Background: an optimization exercise with open tools, aiming at small area, a short achievable clock period and few clock cycles per item. Do not read the settings as production practice. RTL that was checked went through simulation tests only; none was proved equivalent to the original. Power is estimated from default activity; no workload was simulated.

run P:
Design servo_slew_limited_pwm_top, start of the top module:
module servo_slew_limited_pwm_top #(
  parameter int CHANNELS = 5
) (
  input  logic               clk,
  input  logic               rst_n,
  input  logic               in_valid,
  output logic               in_ready,
  input  logic               in_op,
  input  logic [2:0]         in_channel,
  input  logic signed [11:0] in_target_pos,
  input  logic [11:0]        in_step_limit,
  input  logic               in_enable_req,
  input  logic [4:0]         in_pins_low,
  output logic               out_valid,
  input  logic               out_ready,
  output logic [2:0]         out_channel,
  output logic               out_pwm_write,
  output logic [11:0]        out_pwm_value,
  output logic               out_last,
  input  logic               cfg_we,
  input  logic [1:0]         cfg_index,
  input  logic [11:0]        cfg_wdata
);
  logic [11:0] gain_r;
  logic [11:0] mid_r;
  logic [2:0]  n_r;       
  always_ff @(posedge clk) begin
    if (!rst_n) begin
      gain_r <= sslp_pkg::GAIN_RST;
      mid_r  <= sslp_pkg::MID_RST;
      n_r    <= sslp_pkg::CHAN_USE_RST;
    end else if (cfg_we) begin
      case (cfg_index)
        sslp_pkg::CFG_PULSE_GAIN: gain_r <= cfg_wdata;
        sslp_pkg::CFG_PULSE_MID:  mid_r  <= cfg_wdata;
        sslp_pkg::CFG_CHAN_USE:   n_r    <= (cfg_wdata[2:0] > 3'd5) ? 3'd5 : cfg_wdata[2:0];
        default: ;
      endcase
    end
  end
  logic [2:0] h;   
  always_ff @(posedge clk) begin
    if (!rst_n)       h <= 3'd0;
    else if (h == 3'd4) h <= 3'd0;
    else              h <= h + 3'd1;
  end
  logic               q0_v, q0_op, q0_en, q0_pre;    
  logic [2:0]         q0_ch;
  logic signed [11:0] q0_tgt;
  logic [5:0]         q0_lq;
  logic [6:0]         q0_llo;
  logic               q1_v, q1_op, q1_en;
  ...
For scale: ~2,500 cells after synthesis, roughly 420 flip-flops, about 72 I/O pins, ~0.025 mm² of cells after synthesis.
==> flow/config.mk <==
export PLATFORM = sky130hd
export DESIGN_NAME = servo_slew_limited_pwm_top
export DESIGN_NICKNAME = servo_slew_limited_pwm_top
export VERILOG_FILES = /design/flow/design.v
export SDC_FILE = /design/flow/constraint.sdc
export NUM_CORES = 4
export LEC_CHECK = 0
export CAP_MARGIN = 20
export CORE_MARGIN = 2
export CORE_UTILIZATION = 55
export SETUP_SLACK_MARGIN = 5
export SLEW_MARGIN = 20
==> flow/constraint.sdc <==
create_clock -name core_clock -period 11.0 [get_ports {clk}]
set_input_delay 2.2000 -clock core_clock [delete_from_list [all_inputs] [get_ports {clk}]]
set_output_delay 2.2000 -clock core_clock [all_outputs]
set_load 0.01 [all_outputs]
run.sh (not shown) runs the stock make flow with config.mk's settings and CLKGATE_MAP_FILE= SYNTH_SCRIPT=/design/flow/synth_recipe.tcl, a recipe that flattens the netlist after the stock synthesis.
Per the final summary, run P finished and its layout is clean on timing, DRC and antenna.
[inputs] run F vs run P
--- a/flow/design.v
+++ b/flow/design.v
@@ -72,24 +72,23 @@
   logic [6:0]         q1_llo;
   logic signed [11:0] tgt_sat;
   logic [15:0]        lim_x;
   logic [6:0]         in_llo;
   always_comb begin
     if (in_target_pos > sslp_pkg::TARGET_MAX)      tgt_sat = sslp_pkg::TARGET_MAX;
     else if (in_target_pos < sslp_pkg::TARGET_MIN) tgt_sat = sslp_pkg::TARGET_MIN;
     else                                           tgt_sat = in_target_pos;
   end
   assign lim_x  = ({6'd0, in_step_limit[11:2]} << 5) + ({6'd0, in_step_limit[11:2]} << 3)
                 + {6'd0, in_step_limit[11:2]};
-  assign in_llo = in_op ? {2'b0, in_pins_low}
-                        : 7'(in_step_limit[6:0] - ({1'b0, lim_x[15:10]} * 7'd100));
+  assign in_llo = in_op ? {2'b0, in_pins_low} : in_step_limit[6:0];
   logic       wact;     
   logic [2:0] wj;       
   logic [4:0] wpins;
   logic       ready;    
   logic       v0, v1;   
   logic       pop;
   logic       p2_v;
   logic       nz, ts0, ts1, noop0, noop1, tick_start, blk;
   logic       d0, d1, set_drain, rm0, rm1, keep0, keep1;
   logic       wa_e, step, step_last;
   logic [2:0] wj_e;
@@ -189,23 +188,23 @@
     if (tick_start) wpins <= pins_e;
   end
   logic [2:0]         set_ch;
   logic signed [11:0] set_tgt;
   logic [5:0]         set_lq;
   logic [6:0]         set_lr;
   logic               set_en;
   always_comb begin
     set_ch  = d0 ? q0_ch  : q1_ch;
     set_tgt = d0 ? q0_tgt : q1_tgt;
     set_lq  = d0 ? q0_lq  : q1_lq;
-    set_lr  = d0 ? q0_llo : q1_llo;
+    set_lr  = 7'((d0 ? q0_llo : q1_llo) - ({1'b0, set_lq} * 7'd100));
     set_en  = d0 ? q0_en  : q1_en;
   end
   logic [3:0] pos;
   logic [4:0] swe;
   always_comb begin
     pos = 4'(h) + 4'd6 - 4'(set_ch);
     if (pos >= 4'd5) pos = pos - 4'd5;
     if (pos >= 4'd5) pos = pos - 4'd5;
     for (int k = 0; k < 5; k++)
       swe[k] = set_drain && (set_ch < 3'd5) && (pos == 4'(k));
   end
@@ -291,62 +290,58 @@
           rz[k]  <= rz[0] && !en_new;
         end else begin
           ren[k] <= ren[(k + 4) % 5];
           rz[k]  <= rz[(k + 4) % 5];
         end
       end
     end
   end
   logic               p1_v, p1_calc, p1_dis, p1_rnz;
   logic signed [11:0] p1_q;
   logic               p2_calc, p2_dis, p2_s;
-  logic [16:0]        p2_a, p2_b;
+  logic [11:0]        p2_m;
   logic               s1, inc1;
   logic [10:0]        m1;
-  logic [16:0]        a1, b1;
-  logic [25:0]        acc;
+  logic [22:0]        prod1;
   logic signed [13:0] raw;
   logic [11:0]        pwm_c;
   always_ff @(posedge clk) begin
     if (!rst_n) begin
       p1_v <= 1'b0;
       p2_v <= 1'b0;
     end else if (ready) begin
       p1_v <= step;
       p2_v <= p1_v;
     end
   end
   always_ff @(posedge clk) begin
     if (ready) begin
       p1_calc <= mov;
       p1_dis  <= dis;
       p1_q    <= qn;
       p1_rnz  <= rn != 7'd0;
       p2_calc <= p1_calc;
       p2_dis  <= p1_dis;
       p2_s    <= s1;
-      p2_a    <= a1;
-      p2_b    <= b1;
+      p2_m    <= prod1[21:10];
     end
   end
   always_comb begin
-    s1   = p1_q[11];
-    inc1 = s1 && !p1_rnz;
-    m1   = s1 ? ~p1_q[10:0] : p1_q[10:0];
-    a1   = 17'(m1 * gain_r[5:0]) + (inc1 ? 17'(gain_r[5:0]) : 17'd0);
-    b1   = 17'(m1 * gain_r[11:6]) + (inc1 ? 17'(gain_r[11:6]) : 17'd0);
+    s1    = p1_q[11];
+    inc1  = s1 && !p1_rnz;
+    m1    = s1 ? ~p1_q[10:0] : p1_q[10:0];
+    prod1 = 23'(m1 * gain_r) + (inc1 ? 23'(gain_r) : 23'd0);
   end
   always_comb begin
-    acc = {4'd0, mid_r, 10'd0} + ({9'd0, p2_a} ^ {26{p2_s}})
-        + (({9'd0, p2_b} ^ {26{p2_s}}) << 6) + (p2_s ? 26'd1088 : 26'd0);
-    raw = acc[23:10];
+    raw = p2_s ? 14'($signed({2'b0, mid_r}) - $signed({2'b0, p2_m}))
+               : 14'($signed({2'b0, mid_r}) + $signed({2'b0, p2_m}));
     if (raw < sslp_pkg::PWM_MIN)      pwm_c = 12'd200;
     else if (raw > sslp_pkg::PWM_MAX) pwm_c = 12'd3250;
     else                              pwm_c = raw[11:0];
   end
   logic        wr0, wr1;
   logic [11:0] val0, val1;
   logic        push;
   logic        nwr;
   logic [11:0] nval;
   logic [2:0]  chn, chn_n;
   logic        last_r;
Global-route usage (higher): run F
Run F vs run P on switching share of power: run F is the lower one.
Number of enable-type register cells in the synthesized netlist went down by more than 10% going from run P to run F.
Shortest clock period the worst path allows after layout for run F: 0.095 ns down relative to run P
Synthesized cell count, run F and run P: higher on run F
The lower die outline area came out of run F.
When the final numbers for run F and run P were put side by side, the vias per cell turned out to be greater in run F.
Testbench counts of run F, summed over its fixed seeds: cycles 9,884, items 9,600.
The RTL of run P was laid out without a check of its function.

========
servo_slew_limited_pwm_top, a different RTL version from the one above (not shown whole).
For scale: ~2,200 cells after synthesis, ~72 I/O pins, ~23,000 um^2 of cells after synthesis.
==> flow/config.mk <==
export PLATFORM = sky130hd
export DESIGN_NAME = servo_slew_limited_pwm_top
export DESIGN_NICKNAME = servo_slew_limited_pwm_top
export VERILOG_FILES = /design/flow/design.v
export SDC_FILE = /design/flow/constraint.sdc
export NUM_CORES = 4
export LEC_CHECK = 0
export ABC_CLOCK_PERIOD_IN_PS = 5000
export CAP_MARGIN = 20
export CORE_MARGIN = 2
export CORE_UTILIZATION = 40
export SETUP_SLACK_MARGIN = 5
export SLEW_MARGIN = 20
==> flow/constraint.sdc <==
create_clock -name core_clock -period 11.0 [get_ports {clk}]
set_input_delay 2.2000 -clock core_clock [delete_from_list [all_inputs] [get_ports {clk}]]
set_output_delay 2.2000 -clock core_clock [all_outputs]
set_load 0.01 [all_outputs]
Rerun with:
--- a/flow/design.v
+++ b/flow/design.v
@@ -162,59 +162,60 @@
   logic [5:0]         rlq [5];
   logic [6:0]         rlr [5];
   logic               rreq[5];
   logic               ren [5];
   logic               rz  [5];    
   logic signed [11:0] rq  [5];
   logic [6:0]         rr  [5];
   logic signed [11:0] q0, t0;
   logic [6:0]         r0, lr0;
   logic [5:0]         lq0;
   logic               pin, en_new, dis, mov;
-  logic signed [11:0] qa, qb;
-  logic [6:0]         ra, rb;
+  logic signed [12:0] d;
+  logic signed [13:0] dm, dp;
   logic [7:0]         s;
-  logic               e_zero, rate_nz, up, dn, cy, bw;
+  logic               e_pos, e_zero, e_neg, rate_nz, up, dn, cy, bw;
   logic signed [11:0] qn;
   logic [6:0]         rn;
   always_comb begin
     t0      = rt[0];
     q0      = rz[0] ? 12'sd0 : rq[0];
     r0      = rz[0] ? 7'd0 : rr[0];
     lq0     = rlq[0];
     lr0     = rlr[0];
     pin     = pins_e[h];
     en_new  = rreq[0] || (ren[0] && !pin);
     dis     = ren[0] && !rreq[0] && pin;
+    d       = 13'(t0) - 13'(q0);
+    dm      = 14'(t0) - 14'(q0) - 14'($signed({1'b0, lq0}));
+    dp      = 14'(t0) - 14'(q0) + 14'($signed({1'b0, lq0}));
     s       = 8'(r0) + 8'(lr0);
+    e_pos   = d > 13'sd0;
+    e_zero  = (d == 13'sd0) && (r0 == 7'd0);
+    e_neg   = !e_pos && !e_zero;
+    rate_nz = (lq0 != 6'd0) || (lr0 != 7'd0);
+    up      = e_pos && rate_nz && (dm > 14'sd1 || (dm == 14'sd1 && s < 8'd100));
+    dn      = e_neg && rate_nz && (dp < 14'sd0 || (dp == 14'sd0 && lr0 < r0));
     cy      = s >= 8'd100;
     bw      = r0 < lr0;
-    qa      = q0 + 12'($signed({1'b0, lq0})) + 12'(cy);
-    qb      = q0 - 12'($signed({1'b0, lq0})) - 12'(bw);
-    ra      = cy ? 7'(s - 8'd100) : s[6:0];
-    rb      = bw ? 7'(r0 - lr0 + 7'd100) : 7'(r0 - lr0);
-    rate_nz = (lq0 != 6'd0) || (lr0 != 7'd0);
-    e_zero  = (t0 == q0) && (r0 == 7'd0);
-    up      = rate_nz && (t0 > qa);
-    dn      = rate_nz && (t0 < qb || (t0 == qb && rb != 7'd0));
     if (up) begin
-      qn = qa;
-      rn = ra;
+      qn = q0 + 12'($signed({1'b0, lq0})) + 12'(cy);
+      rn = cy ? 7'(s - 8'd100) : s[6:0];
     end else if (dn) begin
-      qn = qb;
-      rn = rb;
+      qn = q0 - 12'($signed({1'b0, lq0})) - 12'(bw);
+      rn = bw ? 7'(r0 - lr0 + 7'd100) : 7'(r0 - lr0);
     end else begin
       qn = t0;
       rn = 7'd0;
     end
-    mov     = en_new && !e_zero;
+    mov = en_new && !e_zero;
   end
   always_ff @(posedge clk) begin
     for (int k = 0; k < 5; k++) begin
       if (swe[k]) begin
         rt[k]  <= slot_tgt;
         rlq[k] <= set_lq;
         rlr[k] <= set_lr;
       end else begin
         rt[k]  <= rt[(k + 4) % 5];
         rlq[k] <= rlq[(k + 4) % 5];
         rlr[k] <= rlr[(k + 4) % 5];
Result:
- The changed run finished clean
- sequential share of layout area grows by 1.5 points
- global-route usage came out lower by 1.2 points
- via count falls by 4.9%
- worst setup slack improved by 0.69 ns
- clock skew goes down by 0.0059 ns
- die area barely changes
- total power shrinks by about 1.2%
- sequential cell count stays the same
- design area came out lower by 4.5%
- routed wire length drops by 5.4%
- final cell count went down by 3.5%
Testbench counts after the change, summed over its fixed seeds: cycles 11,359, items 9,600.
Function not checked in the first run of this note: the RTL went through the layout flow alone.

========
servo_slew_limited_pwm_top, a different RTL version from the one above (not shown whole).
Size: about 400 flip-flops, about 72 I/O pins, ~0.024 mm2 of cells after synthesis.
clock: 11.0 ns
lec_check: 0
cap_margin: 20
core_margin: 2
core_utilization: 55
setup_slack_margin: 5
slew_margin: 20
Edit:
--- a/flow/design.v
+++ b/flow/design.v
@@ -73,22 +73,21 @@
   logic signed [11:0] tgt_sat;
   logic [15:0]        lim_x;
   logic [6:0]         in_llo;
   always_comb begin
     if (in_target_pos > sslp_pkg::TARGET_MAX)      tgt_sat = sslp_pkg::TARGET_MAX;
     else if (in_target_pos < sslp_pkg::TARGET_MIN) tgt_sat = sslp_pkg::TARGET_MIN;
     else                                           tgt_sat = in_target_pos;
   end
   assign lim_x  = ({6'd0, in_step_limit[11:2]} << 5) + ({6'd0, in_step_limit[11:2]} << 3)
                 + {6'd0, in_step_limit[11:2]};
-  assign in_llo = in_op ? {2'b0, in_pins_low}
-                        : 7'(in_step_limit[6:0] - ({1'b0, lim_x[15:10]} * 7'd100));
+  assign in_llo = in_op ? {2'b0, in_pins_low} : in_step_limit[6:0];
   logic       wact;     
   logic [2:0] wj;       
   logic [4:0] wpins;
   logic       ready;    
   logic       v0, v1;   
   logic       pop;
   logic       p2_v;
   logic       nz, ts0, ts1, noop0, noop1, tick_start, blk;
   logic       d0, d1, set_drain, rm0, rm1, keep0, keep1;
   logic       wa_e, step, step_last;
@@ -190,21 +189,21 @@
   end
   logic [2:0]         set_ch;
   logic signed [11:0] set_tgt;
   logic [5:0]         set_lq;
   logic [6:0]         set_lr;
   logic               set_en;
   always_comb begin
     set_ch  = d0 ? q0_ch  : q1_ch;
     set_tgt = d0 ? q0_tgt : q1_tgt;
     set_lq  = d0 ? q0_lq  : q1_lq;
-    set_lr  = d0 ? q0_llo : q1_llo;
+    set_lr  = d0 ? 7'(q0_llo - ({1'b0, q0_lq} * 7'd100)) : 7'(q1_llo + ({1'b0, q1_lq} * 7'd28));
     set_en  = d0 ? q0_en  : q1_en;
   end
   logic [3:0] pos;
   logic [4:0] swe;
   always_comb begin
     pos = 4'(h) + 4'd6 - 4'(set_ch);
     if (pos >= 4'd5) pos = pos - 4'd5;
     if (pos >= 4'd5) pos = pos - 4'd5;
     for (int k = 0; k < 5; k++)
       swe[k] = set_drain && (set_ch < 3'd5) && (pos == 4'(k));
@@ -292,56 +291,60 @@
         end else begin
           ren[k] <= ren[(k + 4) % 5];
           rz[k]  <= rz[(k + 4) % 5];
         end
       end
     end
   end
   logic               p1_v, p1_calc, p1_dis, p1_rnz;
   logic signed [11:0] p1_q;
   logic               p2_calc, p2_dis, p2_s;
-  logic [11:0]        p2_m;
+  logic [16:0]        p2_a, p2_b;
   logic               s1, inc1;
   logic [10:0]        m1;
-  logic [22:0]        prod1;
+  logic [16:0]        a1, b1;
+  logic [25:0]        acc;
   logic signed [13:0] raw;
   logic [11:0]        pwm_c;
   always_ff @(posedge clk) begin
     if (!rst_n) begin
       p1_v <= 1'b0;
       p2_v <= 1'b0;
     end else if (ready) begin
       p1_v <= step;
       p2_v <= p1_v;
     end
   end
   always_ff @(posedge clk) begin
     if (ready) begin
       p1_calc <= mov;
       p1_dis  <= dis;
       p1_q    <= qn;
       p1_rnz  <= rn != 7'd0;
       p2_calc <= p1_calc;
       p2_dis  <= p1_dis;
       p2_s    <= s1;
-      p2_m    <= prod1[21:10];
+      p2_a    <= a1;
+      p2_b    <= b1;
     end
   end
   always_comb begin
-    s1    = p1_q[11];
-    inc1  = s1 && !p1_rnz;
-    m1    = s1 ? ~p1_q[10:0] : p1_q[10:0];
-    prod1 = 23'(m1 * gain_r) + (inc1 ? 23'(gain_r) : 23'd0);
+    s1   = p1_q[11];
+    inc1 = s1 && !p1_rnz;
+    m1   = s1 ? ~p1_q[10:0] : p1_q[10:0];
+    a1   = 17'(m1 * gain_r[5:0]) + (inc1 ? 17'(gain_r[5:0]) : 17'd0);
+    b1   = 17'(m1 * gain_r[11:6]) + (inc1 ? 17'(gain_r[11:6]) : 17'd0);
   end
   always_comb begin
-    raw = p2_s ? 14'($signed({2'b0, mid_r}) - $signed({2'b0, p2_m}))
-               : 14'($signed({2'b0, mid_r}) + $signed({2'b0, p2_m}));
+    acc = {4'd0, mid_r, 10'd0} + ({9'd0, p2_a} ^ {26{p2_s}})
+        + (({9'd0, p2_b} ^ {26{p2_s}}) << 6) + (p2_s ? 26'd1088 : 26'd0);
+    raw = acc[23:10];
     if (raw < sslp_pkg::PWM_MIN)      pwm_c = 12'd200;
     else if (raw > sslp_pkg::PWM_MAX) pwm_c = 12'd3250;
     else                              pwm_c = raw[11:0];
   end
   logic        wr0, wr1;
   logic [11:0] val0, val1;
   logic        push;
   logic        nwr;
   logic [11:0] nval;
   logic [2:0]  chn, chn_n;
=>
- die area came out higher by 3.4%
- total power came out higher by 4.0%
- utilization came out lower by 1.1 points
- global-route usage came out lower by 0.63 points
- wire length came out lower by 0.46%
- design area came out higher by 1.4%
- first-iteration DRC count came out higher by 6.1%
- hold slack barely changes
- clock skew came out higher by 7.0 ps
No functional check of the RTL was part of any run of this note.

separate check: timing with driven ports:
In the flow no input, the clock included, has a driving cell. The finished layouts below were timed again as built, in two steps. Step 1 (the two cells are an assumption about what drives the block):
set clk [get_ports {clk}]
set_driving_cell -lib_cell sky130_fd_sc_hd__clkbuf_16 $clk
set_driving_cell -lib_cell sky130_fd_sc_hd__buf_2 [delete_from_list [all_inputs] $clk]
Step 2 times the ports against the registers' clock, not the clock port: input delays grow and output delays shrink by t, the midpoint of the rising clock arrivals with the driver on. Slacks: ideal / step 1 / step 2; pairs: ideal / step 1.
run	t, ns	setup WS [ns]	hold WS [ns]	worst register clock-pin slew, ns
run P	0.635	5.204 / 5.242 / 4.607	0.324 / 0.324 / 0.324	0.06 / 0.06
run F	0.637	5.298 / 5.298 / 5.298	0.322 / 0.322 / 0.322	0.07 / 0.07
the first run of note 2	0.603	4.845 / 4.845 / 4.845	0.315 / 0.315 / 0.315	0.08 / 0.08
the second run of note 2	0.603	5.537 / 5.537 / 5.537	0.323 / 0.323 / 0.323	0.07 / 0.07
the first run of note 3	0.640	5.188 / 5.188 / 4.654	0.323 / 0.323 / 0.323	0.07 / 0.07
the second run of note 3	0.638	5.138 / 5.138 / 5.138	0.324 / 0.324 / 0.324	0.07 / 0.07
After both steps setup and hold are still met in every run listed. For run P, which loses most, drivers alone change the setup slack by +0.038 ns; drivers and shift together by -0.597 ns.
